Context: an optimization exercise on an open-source flow, tuned for small area, a short achievable clock period and few clock cycles per item. The choices shown serve that exercise and are no tape-out recipe.
In this exercise RTL edits were held to simulation tests only and were not proved equivalent to the original.
Power and IR drop assume default switching activity.

==> inputs of trial 26 <==
==> flow/design.v (excerpt) <==
module uop_core (
    input  logic               clk,
    input  logic               reset,
    input  logic               uop_valid,
    input  logic [31:0]        uop,
    output logic               uop_ready,
    output logic               result_valid,
    output logic [4:0]         result_reg,
    output logic [31:0]        result_value
);
==> flow/config.mk <==
export PLATFORM = sky130hd
export DESIGN_NAME = uop_core
export DESIGN_NICKNAME = uop_core
export VERILOG_FILES = /design/flow/design.v
export SDC_FILE = /design/flow/constraint.sdc
export NUM_CORES = 4
export LEC_CHECK = 0
export CAP_MARGIN = 20
export CORE_MARGIN = 2
export CORE_UTILIZATION = 30
export SETUP_SLACK_MARGIN = 3.0
export SLEW_MARGIN = 20
export SYNTH_HIERARCHICAL = 1
export SYNTH_MINIMUM_KEEP_SIZE = 0
export TNS_END_PERCENT = 5
==> flow/constraint.sdc <==
create_clock -name core_clock -period 5.5 [get_ports {clk}]
set_input_delay 1.1000 -clock core_clock [delete_from_list [all_inputs] [get_ports {clk}]]
set_output_delay 1.1000 -clock core_clock [all_outputs]
set_load 0.01 [all_outputs]
run.sh (not shown) runs the stock make flow with config.mk's settings and CLKGATE_MAP_FILE= SYNTH_SCRIPT=/design/flow/synth_recipe.tcl, a recipe that flattens the netlist after the stock synthesis.
==> trial 13: changes against trial 26 <==
--- a/flow/design.v
+++ b/flow/design.v
@@ -192,13 +192,12 @@
     logic [31:0] q_a;
     logic [15:0] q_bh;
     logic [4:0]  q_sh;
     logic [15:0] q_lo;
     logic        q_c;
     logic        w_v, w_wr;
-    logic [31:1] w_we;             
     logic [4:0]  w_t;
     logic [31:0] w_val;
     logic [15:0] x1_lo;
     logic [15:0] x1_sum;             
     logic [15:0] x1_oth;             
     logic [15:0] x2_sum;             
@@ -294,34 +293,34 @@
     logic [31:0]      regs [1:31];
     logic [31*32-1:0] rf_flat;
     logic [3*32-1:0]  rf_a_p, rf_b_p;
     logic             vld_a, vld_b;
     always_ff @(posedge clk) begin
         for (int i = 1; i < 32; i++) begin
-            if (w_we[i]) begin
+            if (w_wr && w_t == 5'(i)) begin
                 regs[i] <= w_val;
             end
         end
     end
     always_ff @(posedge clk) begin
         for (int i = 1; i < 32; i++) begin
             if (reset) begin
                 vld[i] <= 1'b0;
-            end else if (w_we[i]) begin
+            end else if (w_wr && w_t == 5'(i)) begin
                 vld[i] <= 1'b1;
             end
         end
     end
     always_comb begin
         for (int i = 1; i < 32; i++) begin
             rf_flat[32*i-1 -: 32] = regs[i];
         end
     end
     always_comb begin
         for (int i = 1; i < 32; i++) begin
-            vld_nx[i] = vld[i] || w_we[i];
+            vld_nx[i] = vld[i] || (w_wr && w_t == 5'(i));
         end
     end
     assign vld_nx0 = {vld_nx, 1'b0};
     assign vld_a = d_va;
     assign vld_b = d_vb;
     rf_port rd_a (.sel(d_sa), .regs(rf_flat), .part(rf_a_p));
@@ -462,19 +461,15 @@
     assign x2_y[15:1] = x2_lo_oth[15:1];
     ks_ao21 m_x2_0 (.g(x2_lo_oth[0]), .p(x2_sum[15]), .gl(x2_slt_eq), .y(x2_y[0]));
     always_ff @(posedge clk) begin
         if (reset) begin
             w_v  <= 1'b0;
             w_wr <= 1'b0;
-            w_we <= '0;
         end else begin
             w_v  <= q_v;
             w_wr <= q_wr;
-            for (int i = 1; i < 32; i++) begin
-                w_we[i] <= q_wr && (q_t == 5'(i));
-            end
         end
     end
     always_ff @(posedge clk) begin
         w_t   <= q_t;
         w_val <= x2_y;
     end
==> trial 41: changes against trial 26 <==
--- a/flow/design.v
+++ b/flow/design.v
@@ -55,52 +55,50 @@
 module rf_nand2 (
     input  logic s0, d0,
     output logic y
 );
     assign y = !(s0 && d0);
 endmodule
+module rf_nor_nand (
+    input  logic [10:0] x,
+    output logic        y
+);
+    logic n0, n1, n2;
+    rf_nand4 g0 (.x(x[3:0]),  .y(n0));
+    rf_nand4 g1 (.x(x[7:4]),  .y(n1));
+    rf_nand3 g2 (.x(x[10:8]), .y(n2));
+    rf_nor3  g3 (.a(n0), .b(n1), .c(n2), .y(y));
+endmodule
 module rf_nand4 (input logic [3:0] x, output logic y);
     assign y = !(&x);
 endmodule
 module rf_nand3 (input logic [2:0] x, output logic y);
     assign y = !(&x);
 endmodule
+module rf_nor3 (input logic a, b, c, output logic y);
+    assign y = !(a || b || c);
+endmodule
 module rf_port (
-    input  logic [31:1]      sel,
+    input  logic [31:1]     sel,
     input  logic [31*32-1:0] regs,    
-    output logic [3*32-1:0]  part     
+    output logic [31:0]     q_n
 );
     for (genvar k = 0; k < 32; k++) begin : g_bit
         logic [10:0] t;
         for (genvar j = 0; j < 10; j++) begin : g_aoi
             rf_aoi222 u (
                 .s0(sel[3*j+1]), .d0(regs[32*(3*j+1)-32+k]),
                 .s1(sel[3*j+2]), .d1(regs[32*(3*j+2)-32+k]),
                 .s2(sel[3*j+3]), .d2(regs[32*(3*j+3)-32+k]),
                 .y(t[j])
             );
         end
         rf_nand2 u_last (.s0(sel[31]), .d0(regs[32*31-32+k]), .y(t[10]));
-        rf_nand4 g0 (.x(t[3:0]),  .y(part[3*k]));
-        rf_nand4 g1 (.x(t[7:4]),  .y(part[3*k+1]));
-        rf_nand3 g2 (.x(t[10:8]), .y(part[3*k+2]));
+        rf_nor_nand u_or (.x(t), .y(q_n[k]));
     end
 endmodule
-module rf_fin (
-    input  logic       f,
-    input  logic [2:0] p,
-    input  logic       rest_n,
-    input  logic       en,
-    input  logic       sum,
-    output logic       y
-);
-    logic rf_n, sum_n;
-    rf_aoi222 u_rf (.s0(f), .d0(p[0]), .s1(f), .d1(p[1]), .s2(f), .d2(p[2]), .y(rf_n));
-    rf_nand2  u_sm (.s0(en), .d0(sum), .y(sum_n));
-    rf_nand3  u_y  (.x({rf_n, rest_n, sum_n}), .y(y));
-endmodule
 `timescale 1ns/10ps
 module ks_and2 (input logic a, b, output logic y);
     assign y = a && b;
 endmodule
 module ks_xor2 (input logic a, b, output logic y);
     assign y = a ^ b;
@@ -169,14 +167,13 @@
     output logic [31:0]        result_value
 );
     logic        ready_q;
     logic        stall_q;
     logic        d_v, d_wr, d_late, d_reg, d_sext;
     logic [4:0]  d_t;
-    logic [31:1] d_sa, d_sb;       
-    logic [4:0]  d_a, d_b;
+    logic [31:1] d_sa, d_sb;
     logic        d_va, d_vb;       
     logic [31:1] vld;
     logic [31:1] vld_nx;
     logic [31:0] vld_nx0;          
     logic [15:0] d_imm;
     logic        d_add, d_sub, d_and, d_or, d_xor, d_sll, d_srl, d_slt;
@@ -192,13 +189,12 @@
     logic [31:0] q_a;
     logic [15:0] q_bh;
     logic [4:0]  q_sh;
     logic [15:0] q_lo;
     logic        q_c;
     logic        w_v, w_wr;
-    logic [31:1] w_we;             
     logic [4:0]  w_t;
     logic [31:0] w_val;
     logic [15:0] x1_lo;
     logic [15:0] x1_sum;             
     logic [15:0] x1_oth;             
     logic [15:0] x2_sum;             
@@ -246,22 +242,18 @@
         end else if (!stall_q) begin
             d_v  <= take && is_res;
             d_wr <= take && is_res && (u_t != 5'd0);
         end
     end
     always_ff @(posedge clk) begin
-        for (int i = 1; i < 32; i++) begin
-            d_sa[i] <= ((stall_q ? d_a : u_a) == 5'(i));
-            d_sb[i] <= ((stall_q ? d_b : u_b) == 5'(i));
-        end
-    end
-    always_ff @(posedge clk) begin
         if (!stall_q) begin
             d_t    <= u_t;
-            d_a    <= u_a;
-            d_b    <= u_b;
+            for (int i = 1; i < 32; i++) begin
+                d_sa[i] <= (u_a == 5'(i));
+                d_sb[i] <= (u_b == 5'(i));
+            end
             d_va   <= vld_nx0[u_a];
             d_vb   <= vld_nx0[u_b];
             d_reg  <= is_reg;
             d_imm  <= uop[15:0];
             d_sext <= (opc == 6'd2) && uop[15];
             d_late <= is_late;
@@ -290,45 +282,45 @@
             d_h3b  <= d_h2b;
         end
     end
     logic [31:0] r_a, r_b;
     logic [31:0]      regs [1:31];
     logic [31*32-1:0] rf_flat;
-    logic [3*32-1:0]  rf_a_p, rf_b_p;
+    logic [31:0]      rf_a_n, rf_b_n;
     logic             vld_a, vld_b;
     always_ff @(posedge clk) begin
         for (int i = 1; i < 32; i++) begin
-            if (w_we[i]) begin
+            if (w_wr && w_t == 5'(i)) begin
                 regs[i] <= w_val;
             end
         end
     end
     always_ff @(posedge clk) begin
         for (int i = 1; i < 32; i++) begin
             if (reset) begin
                 vld[i] <= 1'b0;
-            end else if (w_we[i]) begin
+            end else if (w_wr && w_t == 5'(i)) begin
                 vld[i] <= 1'b1;
             end
         end
     end
     always_comb begin
         for (int i = 1; i < 32; i++) begin
             rf_flat[32*i-1 -: 32] = regs[i];
         end
     end
     always_comb begin
         for (int i = 1; i < 32; i++) begin
-            vld_nx[i] = vld[i] || w_we[i];
+            vld_nx[i] = vld[i] || (w_wr && w_t == 5'(i));
         end
     end
     assign vld_nx0 = {vld_nx, 1'b0};
     assign vld_a = d_va;
     assign vld_b = d_vb;
-    rf_port rd_a (.sel(d_sa), .regs(rf_flat), .part(rf_a_p));
-    rf_port rd_b (.sel(d_sb), .regs(rf_flat), .part(rf_b_p));
+    rf_port rd_a (.sel(d_sa), .regs(rf_flat), .q_n(rf_a_n));
+    rf_port rd_b (.sel(d_sb), .regs(rf_flat), .q_n(rf_b_n));
     logic f_a1, f_a2, f_a3, f_arf;
     logic f_b1, f_b2, f_b3, f_brf, f_bim;
     assign f_a1  = d_h1a;
     assign f_a2  = d_h2a;
     assign f_a3  = d_h3a;
     assign f_arf = !d_h1a && !d_h2a && !d_h3a && vld_a;
@@ -336,46 +328,38 @@
     assign f_b2  = d_reg && d_h2b;
     assign f_b3  = d_reg && d_h3b;
     assign f_brf = d_reg && !d_h1b && !d_h2b && !d_h3b && vld_b;
     assign f_bim = !d_reg;
     logic [31:0] r_a_rest, r_b_rest;
     assign r_a_rest[31:16] = ({16{f_a2}}  & x2_oth)
-                           | ({16{f_a3}}  & w_val[31:16]);
+                           | ({16{f_a3}}  & w_val[31:16])
+                           | ({16{f_arf}} & ~rf_a_n[31:16]);
     assign r_a_rest[15:0]  = ({16{f_a1}}  & x1_oth)
                            | ({16{f_a2}}  & x2_lo_oth)
-                           | ({16{f_a3}}  & w_val[15:0]);
+                           | ({16{f_a3}}  & w_val[15:0])
+                           | ({16{f_arf}} & ~rf_a_n[15:0]);
     assign r_b_rest[31:16] = ({16{f_bim}} & {16{d_sext}})
                            | ({16{f_b2}}  & x2_oth)
-                           | ({16{f_b3}}  & w_val[31:16]);
+                           | ({16{f_b3}}  & w_val[31:16])
+                           | ({16{f_brf}} & ~rf_b_n[31:16]);
     assign r_b_rest[15:0]  = ({16{f_bim}} & d_imm)
                            | ({16{f_b1}}  & x1_oth)
                            | ({16{f_b2}}  & x2_lo_oth)
-                           | ({16{f_b3}}  & w_val[15:0]);
+                           | ({16{f_b3}}  & w_val[15:0])
+                           | ({16{f_brf}} & ~rf_b_n[15:0]);
+    ks_merge16 m_ra_hi (.rest(r_a_rest[31:16]), .sum(x2_sum), .en(f_a2 && q_add), .y(r_a[31:16]));
     logic r_a_rest0, r_b_rest0;
     ks_ao21 m_ra_0 (.g(r_a_rest[0]), .p(x2_sum[15]), .gl(f_a2 && x2_slt_eq), .y(r_a_rest0));
     ks_ao21 m_rb_0 (.g(r_b_rest[0]), .p(x2_sum[15]), .gl(f_b2 && x2_slt_eq), .y(r_b_rest0));
-    logic [31:0] r_a_rest_n, r_b_rest_n;
-    logic [31:0] x_sum;
-    logic        en_a_hi, en_a_lo, en_b_hi, en_b_lo;
-    assign r_a_rest_n = ~{r_a_rest[31:1], r_a_rest0};
-    assign r_b_rest_n = ~{r_b_rest[31:1], r_b_rest0};
-    assign x_sum      = {x2_sum, x1_sum};
-    assign en_a_hi    = f_a2 && q_add;
-    assign en_a_lo    = f_a1 && p_add;
-    assign en_b_hi    = f_b2 && q_add;
-    assign en_b_lo    = f_b1 && p_add;
-    for (genvar k = 0; k < 32; k++) begin : g_opnd
-        rf_fin fa (
-            .f(f_arf), .p(rf_a_p[3*k+2 -: 3]), .rest_n(r_a_rest_n[k]),
-            .en(k >= 16 ? en_a_hi : en_a_lo), .sum(x_sum[k]), .y(r_a[k])
-        );
-        rf_fin fb (
-            .f(f_brf), .p(rf_b_p[3*k+2 -: 3]), .rest_n(r_b_rest_n[k]),
-            .en(k >= 16 ? en_b_hi : en_b_lo), .sum(x_sum[k]), .y(r_b[k])
-        );
-    end
+    ks_merge16 m_ra_lo (
+        .rest({r_a_rest[15:1], r_a_rest0}), .sum(x1_sum), .en(f_a1 && p_add), .y(r_a[15:0])
+    );
+    ks_merge16 m_rb_hi (.rest(r_b_rest[31:16]), .sum(x2_sum), .en(f_b2 && q_add), .y(r_b[31:16]));
+    ks_merge16 m_rb_lo (
+        .rest({r_b_rest[15:1], r_b_rest0}), .sum(x1_sum), .en(f_b1 && p_add), .y(r_b[15:0])
+    );
     always_ff @(posedge clk) begin
         if (reset) begin
             p_v  <= 1'b0;
             p_wr <= 1'b0;
         end else begin
             p_v  <= d_v && !stall_q;
@@ -462,19 +446,15 @@
     assign x2_y[15:1] = x2_lo_oth[15:1];
     ks_ao21 m_x2_0 (.g(x2_lo_oth[0]), .p(x2_sum[15]), .gl(x2_slt_eq), .y(x2_y[0]));
     always_ff @(posedge clk) begin
         if (reset) begin
             w_v  <= 1'b0;
             w_wr <= 1'b0;
-            w_we <= '0;
         end else begin
             w_v  <= q_v;
             w_wr <= q_wr;
-            for (int i = 1; i < 32; i++) begin
-                w_we[i] <= q_wr && (q_t == 5'(i));
-            end
         end
     end
     always_ff @(posedge clk) begin
         w_t   <= q_t;
         w_val <= x2_y;
     end
Settings changed: SETUP_SLACK_MARGIN 3.0 to 3.3.
==> build 91: changes against trial 26 <==
--- a/flow/design.v
+++ b/flow/design.v
@@ -55,52 +55,50 @@
 module rf_nand2 (
     input  logic s0, d0,
     output logic y
 );
     assign y = !(s0 && d0);
 endmodule
+module rf_nor_nand (
+    input  logic [10:0] x,
+    output logic        y
+);
+    logic n0, n1, n2;
+    rf_nand4 g0 (.x(x[3:0]),  .y(n0));
+    rf_nand4 g1 (.x(x[7:4]),  .y(n1));
+    rf_nand3 g2 (.x(x[10:8]), .y(n2));
+    rf_nor3  g3 (.a(n0), .b(n1), .c(n2), .y(y));
+endmodule
 module rf_nand4 (input logic [3:0] x, output logic y);
     assign y = !(&x);
 endmodule
 module rf_nand3 (input logic [2:0] x, output logic y);
     assign y = !(&x);
 endmodule
+module rf_nor3 (input logic a, b, c, output logic y);
+    assign y = !(a || b || c);
+endmodule
 module rf_port (
-    input  logic [31:1]      sel,
+    input  logic [31:1]     sel,
     input  logic [31*32-1:0] regs,    
-    output logic [3*32-1:0]  part     
+    output logic [31:0]     q_n
 );
     for (genvar k = 0; k < 32; k++) begin : g_bit
         logic [10:0] t;
         for (genvar j = 0; j < 10; j++) begin : g_aoi
             rf_aoi222 u (
                 .s0(sel[3*j+1]), .d0(regs[32*(3*j+1)-32+k]),
                 .s1(sel[3*j+2]), .d1(regs[32*(3*j+2)-32+k]),
                 .s2(sel[3*j+3]), .d2(regs[32*(3*j+3)-32+k]),
                 .y(t[j])
             );
         end
         rf_nand2 u_last (.s0(sel[31]), .d0(regs[32*31-32+k]), .y(t[10]));
-        rf_nand4 g0 (.x(t[3:0]),  .y(part[3*k]));
-        rf_nand4 g1 (.x(t[7:4]),  .y(part[3*k+1]));
-        rf_nand3 g2 (.x(t[10:8]), .y(part[3*k+2]));
+        rf_nor_nand u_or (.x(t), .y(q_n[k]));
     end
 endmodule
-module rf_fin (
-    input  logic       f,
-    input  logic [2:0] p,
-    input  logic       rest_n,
-    input  logic       en,
-    input  logic       sum,
-    output logic       y
-);
-    logic rf_n, sum_n;
-    rf_aoi222 u_rf (.s0(f), .d0(p[0]), .s1(f), .d1(p[1]), .s2(f), .d2(p[2]), .y(rf_n));
-    rf_nand2  u_sm (.s0(en), .d0(sum), .y(sum_n));
-    rf_nand3  u_y  (.x({rf_n, rest_n, sum_n}), .y(y));
-endmodule
 `timescale 1ns/10ps
 module ks_and2 (input logic a, b, output logic y);
     assign y = a && b;
 endmodule
 module ks_xor2 (input logic a, b, output logic y);
     assign y = a ^ b;
@@ -169,14 +167,13 @@
     output logic [31:0]        result_value
 );
     logic        ready_q;
     logic        stall_q;
     logic        d_v, d_wr, d_late, d_reg, d_sext;
     logic [4:0]  d_t;
-    logic [31:1] d_sa, d_sb;       
-    logic [4:0]  d_a, d_b;
+    logic [31:1] d_sa, d_sb;
     logic        d_va, d_vb;       
     logic [31:1] vld;
     logic [31:1] vld_nx;
     logic [31:0] vld_nx0;          
     logic [15:0] d_imm;
     logic        d_add, d_sub, d_and, d_or, d_xor, d_sll, d_srl, d_slt;
@@ -192,13 +189,12 @@
     logic [31:0] q_a;
     logic [15:0] q_bh;
     logic [4:0]  q_sh;
     logic [15:0] q_lo;
     logic        q_c;
     logic        w_v, w_wr;
-    logic [31:1] w_we;             
     logic [4:0]  w_t;
     logic [31:0] w_val;
     logic [15:0] x1_lo;
     logic [15:0] x1_sum;             
     logic [15:0] x1_oth;             
     logic [15:0] x2_sum;             
@@ -246,22 +242,18 @@
         end else if (!stall_q) begin
             d_v  <= take && is_res;
             d_wr <= take && is_res && (u_t != 5'd0);
         end
     end
     always_ff @(posedge clk) begin
-        for (int i = 1; i < 32; i++) begin
-            d_sa[i] <= ((stall_q ? d_a : u_a) == 5'(i));
-            d_sb[i] <= ((stall_q ? d_b : u_b) == 5'(i));
-        end
-    end
-    always_ff @(posedge clk) begin
         if (!stall_q) begin
             d_t    <= u_t;
-            d_a    <= u_a;
-            d_b    <= u_b;
+            for (int i = 1; i < 32; i++) begin
+                d_sa[i] <= (u_a == 5'(i));
+                d_sb[i] <= (u_b == 5'(i));
+            end
             d_va   <= vld_nx0[u_a];
             d_vb   <= vld_nx0[u_b];
             d_reg  <= is_reg;
             d_imm  <= uop[15:0];
             d_sext <= (opc == 6'd2) && uop[15];
             d_late <= is_late;
@@ -290,45 +282,45 @@
             d_h3b  <= d_h2b;
         end
     end
     logic [31:0] r_a, r_b;
     logic [31:0]      regs [1:31];
     logic [31*32-1:0] rf_flat;
-    logic [3*32-1:0]  rf_a_p, rf_b_p;
+    logic [31:0]      rf_a_n, rf_b_n;
     logic             vld_a, vld_b;
     always_ff @(posedge clk) begin
         for (int i = 1; i < 32; i++) begin
-            if (w_we[i]) begin
+            if (w_wr && w_t == 5'(i)) begin
                 regs[i] <= w_val;
             end
         end
     end
     always_ff @(posedge clk) begin
         for (int i = 1; i < 32; i++) begin
             if (reset) begin
                 vld[i] <= 1'b0;
-            end else if (w_we[i]) begin
+            end else if (w_wr && w_t == 5'(i)) begin
                 vld[i] <= 1'b1;
             end
         end
     end
     always_comb begin
         for (int i = 1; i < 32; i++) begin
             rf_flat[32*i-1 -: 32] = regs[i];
         end
     end
     always_comb begin
         for (int i = 1; i < 32; i++) begin
-            vld_nx[i] = vld[i] || w_we[i];
+            vld_nx[i] = vld[i] || (w_wr && w_t == 5'(i));
         end
     end
     assign vld_nx0 = {vld_nx, 1'b0};
     assign vld_a = d_va;
     assign vld_b = d_vb;
-    rf_port rd_a (.sel(d_sa), .regs(rf_flat), .part(rf_a_p));
-    rf_port rd_b (.sel(d_sb), .regs(rf_flat), .part(rf_b_p));
+    rf_port rd_a (.sel(d_sa), .regs(rf_flat), .q_n(rf_a_n));
+    rf_port rd_b (.sel(d_sb), .regs(rf_flat), .q_n(rf_b_n));
     logic f_a1, f_a2, f_a3, f_arf;
     logic f_b1, f_b2, f_b3, f_brf, f_bim;
     assign f_a1  = d_h1a;
     assign f_a2  = d_h2a;
     assign f_a3  = d_h3a;
     assign f_arf = !d_h1a && !d_h2a && !d_h3a && vld_a;
@@ -336,46 +328,38 @@
     assign f_b2  = d_reg && d_h2b;
     assign f_b3  = d_reg && d_h3b;
     assign f_brf = d_reg && !d_h1b && !d_h2b && !d_h3b && vld_b;
     assign f_bim = !d_reg;
     logic [31:0] r_a_rest, r_b_rest;
     assign r_a_rest[31:16] = ({16{f_a2}}  & x2_oth)
-                           | ({16{f_a3}}  & w_val[31:16]);
+                           | ({16{f_a3}}  & w_val[31:16])
+                           | ({16{f_arf}} & ~rf_a_n[31:16]);
     assign r_a_rest[15:0]  = ({16{f_a1}}  & x1_oth)
                            | ({16{f_a2}}  & x2_lo_oth)
-                           | ({16{f_a3}}  & w_val[15:0]);
+                           | ({16{f_a3}}  & w_val[15:0])
+                           | ({16{f_arf}} & ~rf_a_n[15:0]);
     assign r_b_rest[31:16] = ({16{f_bim}} & {16{d_sext}})
                            | ({16{f_b2}}  & x2_oth)
-                           | ({16{f_b3}}  & w_val[31:16]);
+                           | ({16{f_b3}}  & w_val[31:16])
+                           | ({16{f_brf}} & ~rf_b_n[31:16]);
     assign r_b_rest[15:0]  = ({16{f_bim}} & d_imm)
                            | ({16{f_b1}}  & x1_oth)
                            | ({16{f_b2}}  & x2_lo_oth)
-                           | ({16{f_b3}}  & w_val[15:0]);
+                           | ({16{f_b3}}  & w_val[15:0])
+                           | ({16{f_brf}} & ~rf_b_n[15:0]);
+    ks_merge16 m_ra_hi (.rest(r_a_rest[31:16]), .sum(x2_sum), .en(f_a2 && q_add), .y(r_a[31:16]));
     logic r_a_rest0, r_b_rest0;
     ks_ao21 m_ra_0 (.g(r_a_rest[0]), .p(x2_sum[15]), .gl(f_a2 && x2_slt_eq), .y(r_a_rest0));
     ks_ao21 m_rb_0 (.g(r_b_rest[0]), .p(x2_sum[15]), .gl(f_b2 && x2_slt_eq), .y(r_b_rest0));
-    logic [31:0] r_a_rest_n, r_b_rest_n;
-    logic [31:0] x_sum;
-    logic        en_a_hi, en_a_lo, en_b_hi, en_b_lo;
-    assign r_a_rest_n = ~{r_a_rest[31:1], r_a_rest0};
-    assign r_b_rest_n = ~{r_b_rest[31:1], r_b_rest0};
-    assign x_sum      = {x2_sum, x1_sum};
-    assign en_a_hi    = f_a2 && q_add;
-    assign en_a_lo    = f_a1 && p_add;
-    assign en_b_hi    = f_b2 && q_add;
-    assign en_b_lo    = f_b1 && p_add;
-    for (genvar k = 0; k < 32; k++) begin : g_opnd
-        rf_fin fa (
-            .f(f_arf), .p(rf_a_p[3*k+2 -: 3]), .rest_n(r_a_rest_n[k]),
-            .en(k >= 16 ? en_a_hi : en_a_lo), .sum(x_sum[k]), .y(r_a[k])
-        );
-        rf_fin fb (
-            .f(f_brf), .p(rf_b_p[3*k+2 -: 3]), .rest_n(r_b_rest_n[k]),
-            .en(k >= 16 ? en_b_hi : en_b_lo), .sum(x_sum[k]), .y(r_b[k])
-        );
-    end
+    ks_merge16 m_ra_lo (
+        .rest({r_a_rest[15:1], r_a_rest0}), .sum(x1_sum), .en(f_a1 && p_add), .y(r_a[15:0])
+    );
+    ks_merge16 m_rb_hi (.rest(r_b_rest[31:16]), .sum(x2_sum), .en(f_b2 && q_add), .y(r_b[31:16]));
+    ks_merge16 m_rb_lo (
+        .rest({r_b_rest[15:1], r_b_rest0}), .sum(x1_sum), .en(f_b1 && p_add), .y(r_b[15:0])
+    );
     always_ff @(posedge clk) begin
         if (reset) begin
             p_v  <= 1'b0;
             p_wr <= 1'b0;
         end else begin
             p_v  <= d_v && !stall_q;
@@ -462,19 +446,15 @@
     assign x2_y[15:1] = x2_lo_oth[15:1];
     ks_ao21 m_x2_0 (.g(x2_lo_oth[0]), .p(x2_sum[15]), .gl(x2_slt_eq), .y(x2_y[0]));
     always_ff @(posedge clk) begin
         if (reset) begin
             w_v  <= 1'b0;
             w_wr <= 1'b0;
-            w_we <= '0;
         end else begin
             w_v  <= q_v;
             w_wr <= q_wr;
-            for (int i = 1; i < 32; i++) begin
-                w_we[i] <= q_wr && (q_t == 5'(i));
-            end
         end
     end
     always_ff @(posedge clk) begin
         w_t   <= q_t;
         w_val <= x2_y;
     end
Settings changed: CORE_UTILIZATION 30 to 45, CTS_BUF_LIST set to sky130_fd_sc_hd__clkbuf_8, SETUP_SLACK_MARGIN 3.0 to 3.3.
==> metrics.md <==
| Metric | Value |
|---|---|
| Worst hold start | `p_slt` |
| Tap Cells | `1,755` |
| Count of non-CTS buffers in the layout | `475` |
| Status | `no timing/DRC/antenna violations` |
| Arrival @ worst endpoint | `3.79 ns` |
| Max Freq | `338 MHz` |
Source of the figures above: build 91

==> metrics.md <==
| Metric | Value |
|---|---|
| Tap Cells | `2,640` |
| Worst hold start | `p_srl` |
| Arrival @ worst endpoint | `3.35 ns` |
| Switching share of power | `23.7%` |
| Status | `no timing/DRC/antenna violations` |
Source of the figures above: trial 13

==> metrics.md <==
| Metric | Value |
|---|---|
| Clock Latency Late Sink | `0.78 ns` |
| Count of non-CTS buffers in the layout | `363` |
| Syn_area_per_cell | `14.0 um^2` |
| Die X | `450 um` |
| Status | `no timing/DRC/antenna violations` |
| Max Freq | `352 MHz` |
| Tap Cells | `2,640` |
| Arrival @ worst endpoint | `3.49 ns` |
Source of the figures above: trial 26

==> metrics.md <==
| Metric | Value |
|---|---|
| Status | `no timing/DRC/antenna violations` |
| Count of non-CTS buffers in the layout | `502` |
| Worst hold start | `p_slt` |
| Multi-input comb cells | `2,699` |
| Max Freq | `354 MHz` |
| Vias per std cell | `6.34` |
| Max H-tree Level | `4` |
Source of the figures above: trial 41

Testbench counts of trial 26, summed over its fixed seeds: cycles 16,473, items 16,000.
Testbench counts of trial 13, summed over its fixed seeds: cycles 16,473, items 16,000.
Testbench counts of trial 41, summed over its fixed seeds: cycles 16,473, items 16,000.
Testbench counts of build 91, summed over its fixed seeds: cycles 16,473, items 16,000.

==> port drivers added, routing unchanged <==
Ports are ideal in the flow. The routed layouts listed here were re-timed in OpenROAD.
Step 1 (the two cells are an assumption about what drives the block):
set clk [get_ports {clk}]
set_driving_cell -lib_cell sky130_fd_sc_hd__clkbuf_16 $clk
set_driving_cell -lib_cell sky130_fd_sc_hd__buf_2 [delete_from_list [all_inputs] $clk]
Step 2 also shifts input and output timing later by t, the mid clock arrival at the registers, as if the neighbouring blocks saw the same clock.
Three values: ideal ports, drivers, drivers and shift; two values: the first two.
| run | t (ns) | slack for setup (ns) | hold slack, ns | latest minus earliest clock arrival (ns) |
|---|---|---|---|---|
| trial 26 | 0.841 | 2.661 / 2.661 / 1.974 | 0.340 / 0.340 / 0.340 | 0.032 / 0.032 |
| trial 13 | 0.858 | 2.569 / 2.569 / 1.964 | 0.336 / 0.336 / 0.336 | 0.039 / 0.038 |
| trial 41 | 0.862 | 2.673 / 2.673 / 2.503 | 0.328 / 0.328 / 0.328 | 0.033 / 0.034 |
| build 91 | 0.996 | 2.540 / 2.540 / 2.278 | 0.329 / 0.329 / 0.329 | 0.069 / 0.069 |
After both steps setup and hold are still met in every run listed. The setup slack of trial 26, which loses most, moves by 0.000 ns with the drivers and by -0.687 ns with both steps.
